This design comes from an exercise in tuning for small area and few clock cycles per item on the open sky130 flow, not from production work.
In this exercise RTL edits were held to simulation tests only and were not proved equivalent to the original.
No activity file was given, so power comes from the tool's default toggle rates.

==> trial 88: inputs <==
==> flow/design.v <==
package tlp_pkg;
  localparam int HDR_W = 128;
  localparam int FMT_TYPE_MSB = 127;
  localparam int FMT_TYPE_LSB = 120;
  localparam int LEN_MSB      = 105;
  localparam int LEN_LSB      = 96;
  localparam int REQ_ID_LSB   = 80;   
  localparam int TAG_LSB      = 72;   
  localparam int LAST_BE_LSB  = 68;   
  localparam int FIRST_BE_LSB = 64;   
  localparam int ADDR_LSB     = 32;   
  localparam int CPL_BCNT_LSB   = 64;   
  localparam int CPL_REQ_ID_LSB = 48;
  localparam int CPL_TAG_LSB    = 40;
  localparam int CPL_LADDR_LSB  = 32;   
  localparam logic [7:0] FT_MWR32 = 8'h40;
  localparam logic [7:0] FT_MRD32 = 8'h00;
  localparam logic [7:0] FT_CPLD  = 8'h4A;
  typedef enum logic [1:0] {
    CDT_POSTED    = 2'b00,
    CDT_NONPOSTED = 2'b01,
    CDT_CPL       = 2'b11
  } cdt_class_e;
endpackage
package pio_pkg;
  localparam int HDR_W = 128;
  localparam int TX_DATA_W = 256;
  typedef struct packed {
    logic [15:0] req_id;
    logic [7:0]  tag;
    logic [7:0]  reg_idx;
    logic [6:0]  lower_addr;
  } rd_req_t;
  localparam int RD_REQ_W = 16 + 8 + 8 + 7;   
  typedef struct packed {
    logic [HDR_W-1:0]          hdr;
    logic [TX_DATA_W-1:0]      data;
  } tx_beat_t;
  localparam int TX_BEAT_W = HDR_W + TX_DATA_W;   
endpackage
`timescale 1ns/1ps
module rx_decoder (
  input  logic                      clk,
  input  logic                      srstn,
  input  logic                      accept_i,
  input  logic                      rx_st_sop_i,
  input  logic                      rx_st_eop_i,
  input  logic [tlp_pkg::HDR_W-1:0] rx_st_header_i,
  input  logic [2:0]                rx_st_bar_i,
  output logic                      wr_o,
  output logic                      rd_o,
  output logic [7:0]                wr_be_o,
  output logic [15:0]               rx_drop_cnt_o
);
  logic       ok;
  logic [7:0] fmt_type;
  logic       is_mwr;
  logic       is_mrd;
  assign fmt_type = rx_st_header_i[tlp_pkg::FMT_TYPE_MSB:tlp_pkg::FMT_TYPE_LSB];
  assign ok       = rx_st_sop_i & rx_st_eop_i & (rx_st_bar_i == 3'd0);
  assign is_mwr   = ok & (fmt_type == tlp_pkg::FT_MWR32);
  assign is_mrd   = ok & (fmt_type == tlp_pkg::FT_MRD32);
  assign wr_o     = accept_i & is_mwr;
  assign rd_o     = accept_i & is_mrd;
  assign wr_be_o[3:0] = rx_st_header_i[tlp_pkg::FIRST_BE_LSB +: 4];
  assign wr_be_o[7:4] = (rx_st_header_i[tlp_pkg::LEN_MSB:tlp_pkg::LEN_LSB] == 10'd2) ?
                        rx_st_header_i[tlp_pkg::LAST_BE_LSB +: 4] : 4'h0;
  always_ff @(posedge clk) begin
    if (!srstn) begin
      rx_drop_cnt_o <= '0;
    end else if (accept_i && !is_mwr && !is_mrd) begin
      rx_drop_cnt_o <= rx_drop_cnt_o + 1'b1;
    end
  end
endmodule
`timescale 1ns/1ps
module bar_regfile #(
  parameter int REG_NUM = 16
) (
  input  logic        clk,
  input  logic        srstn,
  input  logic        wr_en_i,
  input  logic [7:0]  wr_idx_i,
  input  logic [63:0] wr_data_i,
  input  logic [7:0]  wr_be_i,
  input  logic [7:0]  rd_idx_i,
  output logic [63:0] rd_data_o
);
  localparam int IDX_W = (REG_NUM > 1) ? $clog2(REG_NUM) : 1;
  localparam logic [8:0] IDX_END = 9'(REG_NUM);
  logic [63:0]        regs [REG_NUM];
  logic [REG_NUM-1:0] written;
  logic [REG_NUM-1:0] wr_sel;
  logic [63:0]        wr_lane;
  logic               rd_hit;
  assign rd_hit = ({1'b0, rd_idx_i} < IDX_END);
  always_comb begin
    for (int i = 0; i < REG_NUM; i++) begin
      wr_sel[i] = wr_en_i && ({1'b0, wr_idx_i} < IDX_END) && (wr_idx_i[IDX_W-1:0] == IDX_W'(i));
    end
    for (int b = 0; b < 8; b++) begin
      wr_lane[8*b +: 8] = wr_be_i[b] ? wr_data_i[8*b +: 8] : 8'h00;
    end
  end
  always_comb begin
    rd_data_o = 64'h0;
    for (int i = 0; i < REG_NUM; i++) begin
      if (rd_hit && written[i] && (rd_idx_i[IDX_W-1:0] == IDX_W'(i))) rd_data_o = regs[i];
    end
  end
  always_ff @(posedge clk) begin
    if (!srstn) begin
      written <= '0;
    end else begin
      written <= written | wr_sel;
    end
  end
  always_ff @(posedge clk) begin
    for (int i = 0; i < REG_NUM; i++) begin
      for (int b = 0; b < 8; b++) begin
        if (wr_sel[i] && (wr_be_i[b] || !written[i])) begin   
          regs[i][8*b +: 8] <= wr_lane[8*b +: 8];
        end
      end
    end
  end
endmodule
`timescale 1ns/1ps
module cpl_builder (
  input  logic                          clk,
  input  logic                          srstn,
  input  logic                          rd_i,          
  input  logic [tlp_pkg::HDR_W-1:0]     rx_header_i,
  output logic                          rx_ready_o,
  output logic [7:0]                    rd_idx_o,
  input  logic [63:0]                   rd_data_i,
  output logic                          tx_valid_o,
  output logic [tlp_pkg::HDR_W-1:0]     tx_header_o,
  output logic [pio_pkg::TX_DATA_W-1:0] tx_data_o,
  input  logic                          tx_ready_i,
  output logic                          xfer_o
);
  localparam int RQ_W = 16 + 8 + 1 + 7;
  logic [RQ_W-1:0] in_rq;
  logic [RQ_W-1:0] skid_rq;
  logic [RQ_W-1:0] nxt_rq;
  logic            skid_v;
  logic [15:0]     out_req_id;
  logic [7:0]      out_tag;
  logic [6:0]      out_laddr;
  logic [63:0]     out_data;
  logic            out_free;
  assign in_rq = {rx_header_i[tlp_pkg::REQ_ID_LSB +: 16],
                  rx_header_i[tlp_pkg::TAG_LSB +: 8],
                  (rx_header_i[tlp_pkg::ADDR_LSB + 7 +: 4] != 4'h0),
                  rx_header_i[tlp_pkg::ADDR_LSB +: 7]};
  assign rx_ready_o = ~skid_v | tx_ready_i;
  assign xfer_o     = tx_valid_o & tx_ready_i;
  assign out_free   = ~tx_valid_o | tx_ready_i;
  assign nxt_rq     = skid_v ? skid_rq : in_rq;
  assign rd_idx_o   = {3'b000, nxt_rq[7:3]};   
  always_ff @(posedge clk) begin
    if (!srstn) begin
      tx_valid_o <= 1'b0;
      skid_v     <= 1'b0;
    end else begin
      if (out_free) tx_valid_o <= skid_v | rd_i;
      if (rx_ready_o) skid_v <= rd_i & (skid_v | ~out_free);
    end
  end
  always_ff @(posedge clk) begin
    if (rx_ready_o) skid_rq <= in_rq;
    if (out_free) begin
      out_req_id <= nxt_rq[31:16];
      out_tag    <= nxt_rq[15:8];
      out_laddr  <= nxt_rq[6:0];
      out_data   <= rd_data_i;
    end
  end
  always_comb begin
    tx_header_o = '0;
    tx_header_o[tlp_pkg::FMT_TYPE_MSB:tlp_pkg::FMT_TYPE_LSB] = tlp_pkg::FT_CPLD;
    tx_header_o[tlp_pkg::LEN_MSB:tlp_pkg::LEN_LSB]           = 10'd2;   
    tx_header_o[tlp_pkg::CPL_BCNT_LSB +: 12]                 = 12'd8;
    tx_header_o[tlp_pkg::CPL_REQ_ID_LSB +: 16]               = out_req_id;
    tx_header_o[tlp_pkg::CPL_TAG_LSB +: 8]                   = out_tag;
    tx_header_o[tlp_pkg::CPL_LADDR_LSB +: 7]                 = out_laddr;
  end
  assign tx_data_o = {{(pio_pkg::TX_DATA_W-64){1'b0}}, out_data};   
endmodule
`timescale 1ns/1ps
module tx_port #(
  parameter int TIMEOUT_CYCLES = 512
) (
  input  logic                clk,
  input  logic                srstn,
  input  logic                xfer_i,
  input  logic                tx_st_ready_i,
  output logic                tx_cdt_valid_o,
  output logic [9:0]          tx_cdt_len_o,
  output tlp_pkg::cdt_class_e tx_cdt_type_o,
  output logic                tx_rdy_timeout_o
);
  localparam int CNT_W = $clog2(TIMEOUT_CYCLES + 1);
  localparam logic [CNT_W-1:0] LIMIT = CNT_W'(TIMEOUT_CYCLES);
  logic [CNT_W-1:0] rdy_timer;
  assign tx_cdt_len_o  = 10'd2;
  assign tx_cdt_type_o = tlp_pkg::CDT_CPL;
  always_ff @(posedge clk) begin
    if (!srstn) begin
      tx_cdt_valid_o   <= 1'b0;
      rdy_timer        <= '0;
      tx_rdy_timeout_o <= 1'b0;
    end else begin
      tx_cdt_valid_o <= xfer_i;
      if (tx_st_ready_i) begin
        rdy_timer <= '0;
      end else if (rdy_timer != LIMIT) begin
        rdy_timer <= rdy_timer + 1'b1;   
      end
      if (rdy_timer == LIMIT) begin
        tx_rdy_timeout_o <= 1'b1;   
      end
    end
  end
endmodule
`timescale 1ns/1ps
module pio_top #(
  parameter int DATA_W         = 256,
  parameter int REG_NUM        = 16,
  parameter int REQ_DEPTH      = 4,
  parameter int TIMEOUT_CYCLES = 512
) (
  input  logic                      clk,
  input  logic                      srstn,
  input  logic                      rx_st_valid_i,
  input  logic                      rx_st_sop_i,
  input  logic                      rx_st_eop_i,
  input  logic [tlp_pkg::HDR_W-1:0] rx_st_header_i,
  input  logic [DATA_W-1:0]         rx_st_data_i,
  input  logic [2:0]                rx_st_bar_i,
  output logic                      rx_st_ready_o,
  output logic                      tx_st_valid_o,
  output logic                      tx_st_sop_o,
  output logic                      tx_st_eop_o,
  output logic [tlp_pkg::HDR_W-1:0] tx_st_header_o,
  output logic [DATA_W-1:0]         tx_st_data_o,
  input  logic                      tx_st_ready_i,
  output logic                      tx_cdt_valid_o,
  output logic [9:0]                tx_cdt_len_o,
  output tlp_pkg::cdt_class_e       tx_cdt_type_o,
  output logic                      tx_rdy_timeout_o,
  output logic [15:0]               rx_drop_cnt_o
);
  logic                          accept;
  logic                          wr;
  logic                          rd;
  logic [7:0]                    wr_be;
  logic [7:0]                    rd_idx;
  logic [63:0]                   rd_data;
  logic                          xfer;
  logic [pio_pkg::TX_DATA_W-1:0] tx_data;
  assign accept = rx_st_valid_i & rx_st_ready_o;
  rx_decoder rx_dec_i (
    .clk, .srstn,
    .accept_i (accept), .rx_st_sop_i, .rx_st_eop_i, .rx_st_header_i, .rx_st_bar_i,
    .wr_o (wr), .rd_o (rd), .wr_be_o (wr_be), .rx_drop_cnt_o
  );
  bar_regfile #(.REG_NUM(REG_NUM)) bar0_i (
    .clk, .srstn,
    .wr_en_i (wr), .wr_idx_i (rx_st_header_i[tlp_pkg::ADDR_LSB + 3 +: 8]),
    .wr_data_i (rx_st_data_i[63:0]), .wr_be_i (wr_be),
    .rd_idx_i (rd_idx), .rd_data_o (rd_data)
  );
  cpl_builder cpl_i (
    .clk, .srstn,
    .rd_i (rd), .rx_header_i (rx_st_header_i), .rx_ready_o (rx_st_ready_o),
    .rd_idx_o (rd_idx), .rd_data_i (rd_data),
    .tx_valid_o (tx_st_valid_o), .tx_header_o (tx_st_header_o), .tx_data_o (tx_data),
    .tx_ready_i (tx_st_ready_i), .xfer_o (xfer)
  );
  assign tx_st_data_o = {{(DATA_W-pio_pkg::TX_DATA_W){1'b0}}, tx_data};
  assign tx_st_sop_o  = tx_st_valid_o;   
  assign tx_st_eop_o  = tx_st_valid_o;
  tx_port #(.TIMEOUT_CYCLES(TIMEOUT_CYCLES)) tx_i (
    .clk, .srstn,
    .xfer_i (xfer), .tx_st_ready_i,
    .tx_cdt_valid_o, .tx_cdt_len_o, .tx_cdt_type_o, .tx_rdy_timeout_o
  );
endmodule
==> flow/run.sh <==
#!/bin/bash
# synth_recipe.tcl (not shown) runs the flow's synth.tcl, then flattens the netlist and writes it again
# the make line also repeats each setting of config.mk as NAME=value (left out here)
make -C /OpenROAD-flow-scripts/flow DESIGN_CONFIG=/design/flow/config.mk WORK_HOME=/design/flow/orfs CLKGATE_MAP_FILE= SYNTH_SCRIPT=/design/flow/synth_recipe.tcl finish
==> flow/config.mk <==
export PLATFORM = sky130hd
export DESIGN_NAME = pio_top
export DESIGN_NICKNAME = pio_top
export VERILOG_FILES = /design/flow/design.v
export SDC_FILE = /design/flow/constraint.sdc
export NUM_CORES = 4
export LEC_CHECK = 0
export CAP_MARGIN = 20
export CORE_MARGIN = 2
export CORE_UTILIZATION = 80
export CTS_CLUSTER_DIAMETER = 100
export CTS_CLUSTER_SIZE = 25
export PLACE_DENSITY = 0.9
export SLEW_MARGIN = 20
==> flow/constraint.sdc <==
create_clock -name core_clock -period 5.0 [get_ports {clk}]
set_input_delay 1.0000 -clock core_clock [delete_from_list [all_inputs] [get_ports {clk}]]
set_output_delay 1.0000 -clock core_clock [all_outputs]
set_load 0.01 [all_outputs]
==> trial 86: changes against trial 88 <==
--- a/flow/design.v
+++ b/flow/design.v
@@ -104,7 +104,15 @@
   end
+  logic [REG_NUM-1:0] rd_sel;
+  logic [63:0]        rd_grp_n [6];
   always_comb begin
-    rd_data_o = 64'h0;
     for (int i = 0; i < REG_NUM; i++) begin
-      if (rd_hit && written[i] && (rd_idx_i[IDX_W-1:0] == IDX_W'(i))) rd_data_o = regs[i];
-    end
+      rd_sel[i] = rd_hit && written[i] && (rd_idx_i[IDX_W-1:0] == IDX_W'(i));
+    end
+    for (int g = 0; g < 6; g++) begin
+      rd_grp_n[g] = ~64'h0;
+      for (int j = 0; j < 3; j++) begin
+        if (3*g+j < REG_NUM) rd_grp_n[g] = rd_grp_n[g] & ~(regs[3*g+j] & {64{rd_sel[3*g+j]}});
+      end
+    end
+    rd_data_o = ~(rd_grp_n[0] & rd_grp_n[1] & rd_grp_n[2] & rd_grp_n[3] & rd_grp_n[4] & rd_grp_n[5]);
   end
==> flow/flow/run.sh (new file) <==
#!/bin/bash
# The standard layout (the standard.sh, standard synthesis unchanged) with these changes:
#  - ports are buffered with buf_2 instead of the clkdlybuf4s50_1 delay cell;
#  - a tie cell drives up to 8 constant outputs instead of one (flow/ties.tcl);
#  - the buffers abc inserted are removed at floorplan;
#  - clock tree synthesis inserts no dummy loads.
set -euo pipefail
here=$(pwd)
export BUFFER_PORTS_ARGS="-buffer_cell sky130_fd_sc_hd__buf_2"
export SKIP_REPAIR_TIE_FANOUT=1
export POST_FLOORPLAN_TCL="$here/flow/ties.tcl"
export REMOVE_ABC_BUFFERS=1
export CTS_ARGS="-sink_clustering_enable -repair_clock_nets -sink_clustering_size 25 -sink_clustering_max_diameter 100 -dont_use_dummy_load"
bash standard.sh > standard_make.log 2>&1
==> flow/flow/ties.tcl (new file) <==
# Tie cells for the constant outputs: one tie cell drives a group of at most MAXFO loads
# instead of one tie cell per load (run after floorplan, with SKIP_REPAIR_TIE_FANOUT=1).
set maxfo 8
set block [ord::get_db_block]
set master [[ord::get_db] findMaster sky130_fd_sc_hd__conb_1]
set ties {}
foreach inst [$block getInsts] {
  if {[[$inst getMaster] getName] eq "sky130_fd_sc_hd__conb_1"} { lappend ties $inst }
}
set n 0
foreach inst $ties {
  foreach it [$inst getITerms] {
    if {![$it isOutputSignal]} continue
    set net [$it getNet]
    if {$net eq "NULL"} continue
    set port [[$it getMTerm] getName]
    set loads {}
    foreach b [$net getBTerms] { lappend loads [list b $b] }
    foreach j [$net getITerms] { if {$j ne $it} { lappend loads [list i $j] } }
    set k 0
    foreach ld [lrange $loads $maxfo end] {
      if {$k % $maxfo == 0} {
        incr n
        set ni [odb::dbInst_create $block $master "tie_grp_$n"]
        set nn [odb::dbNet_create $block "tie_grp_net_$n"]
        [$ni findITerm $port] connect $nn
      }
      incr k
      lassign $ld kind term
      $term disconnect
      $term connect $nn
    }
  }
}
puts "ties.tcl: added $n tie cells"
==> flow/standard.sh (new file) <==
#!/bin/bash
# synth_recipe.tcl (not shown) runs the flow's synth.tcl, then flattens the netlist and writes it again
# the make line also repeats each setting of config.mk as NAME=value (left out here)
make -C /OpenROAD-flow-scripts/flow DESIGN_CONFIG=/design/flow/config.mk WORK_HOME=/design/flow/orfs CLKGATE_MAP_FILE= SYNTH_SCRIPT=/design/flow/synth_recipe.tcl "${@:-finish}"
--- a/flow/config.mk
+++ b/flow/config.mk
@@ -9,6 +9,6 @@
 export CORE_MARGIN = 2
-export CORE_UTILIZATION = 80
+export CORE_UTILIZATION = 70
 export CTS_CLUSTER_DIAMETER = 100
 export CTS_CLUSTER_SIZE = 25
-export PLACE_DENSITY = 0.9
+export PLACE_DENSITY = 0.8
 export SLEW_MARGIN = 20
removed: flow/run.sh
==> comparison table <==
Worst hold slack across all endpoints: trial 86 532 ps; trial 88 520 ps
Number of clock-tree buffers in the layout: trial 86 53; trial 88 75
GR Layer Usage met3: trial 86 13.6%; trial 88 23.5%
Leakage component of the power: trial 86 16.3 nW; trial 88 16.7 nW
Total stage count of the critical path: trial 86 7; trial 88 11
Via count of the first global-routing pass: trial 86 27300; trial 88 32000
Avg Inst Size Synth: trial 86 16.7 µm²; trial 88 15.0 µm²
Logic power comb: trial 86 0.380 mW; trial 88 0.451 mW
R2R depth: trial 86 7; trial 88 8
Largest fanout on the critical path: trial 86 34; trial 88 19
Highest Clock Rate: trial 86 0.267 GHz; trial 88 0.221 GHz
Endpoint of the worst hold-timing path: trial 86 rx_dec_i.rx_drop_cnt_o[15]$_SDFFE_PN0P_; trial 88 tx_i.tx_rdy_timeout_o$_SDFFE_PN0N_
Area growth from synthesis to final layout: trial 86 4.69%; trial 88 10.3%
Clock buf/inv share: trial 86 2.71%; trial 88 2.79%
Distinct cell type count after synthesis: trial 86 66; trial 88 65
Logic gate share of total power: trial 86 2.4%; trial 88 2.8%
Share of the final layout cell area in sequential cells: trial 86 72.6%; trial 88 67.6%
Power consumed by the clock network: trial 86 4.72 mW; trial 88 4.99 mW
Share of synthesized area spent on multiplexers: trial 86 0.750%; trial 88 0.751%
Power density over cell area: trial 86 328 nW/µm²; trial 88 312 nW/µm²
Largest net degree at the start of global routing: trial 86 83; trial 88 66
Min-delay src: trial 86 rx_dec_i.rx_drop_cnt_o[15]$_SDFFE_PN0P_; trial 88 tx_i.tx_rdy_timeout_o$_SDFFE_PN0N_
Critical register-to-register path endpoint: trial 86 cpl_i.out_data[6]$_DFFE_PN_; trial 88 cpl_i.out_data[23]$_DFFE_PN_
Outcome: trial 86 finished clean; trial 88 finished clean
Max transition margin: trial 86 31.8%; trial 88 20.2%
Testbench counts of trial 88, summed over its fixed seeds: cycles 32,380, beats 32,000.
Testbench counts of trial 86, summed over its fixed seeds: cycles 32,380, beats 32,000.

[static timing again, ports no longer ideal]
The results above use ideal ports. As a check the final layouts listed here were re-extracted and re-timed, cells and wires unchanged.
Step 1 (the two cells are an assumption about what drives the block):
set clk [get_ports {clk}]
set_driving_cell -lib_cell sky130_fd_sc_hd__clkbuf_16 $clk
set_driving_cell -lib_cell sky130_fd_sc_hd__buf_2 [delete_from_list [all_inputs] $clk]
Step 2 adds t to the input delays and takes it off the output delays; t is the mean of the earliest and latest rising clock arrival at the registers after step 1. Input paths then give back, and output paths get back, about the clock's delay inside the block.
Three values: ideal ports, drivers, drivers and shift; two values: the first two.
| run | t, ns | setup slack, ns | hold slack, ns | worst slew at a driven data input, ns |
|---|---|---|---|---|
| trial 88 | 0.742 | 0.467 / 0.511 / -0.231 | 0.520 / 0.520 / 0.520 | 0.25 |
| trial 86 | 0.716 | 1.253 / 1.253 / 0.545 | 0.532 / 0.495 / 0.532 | 0.15 |
With both steps, setup timing fails in trial 88, where it was met with ideal ports. For trial 86, which loses most, drivers alone change the setup slack by 0.000 ns; drivers and shift together by -0.708 ns.
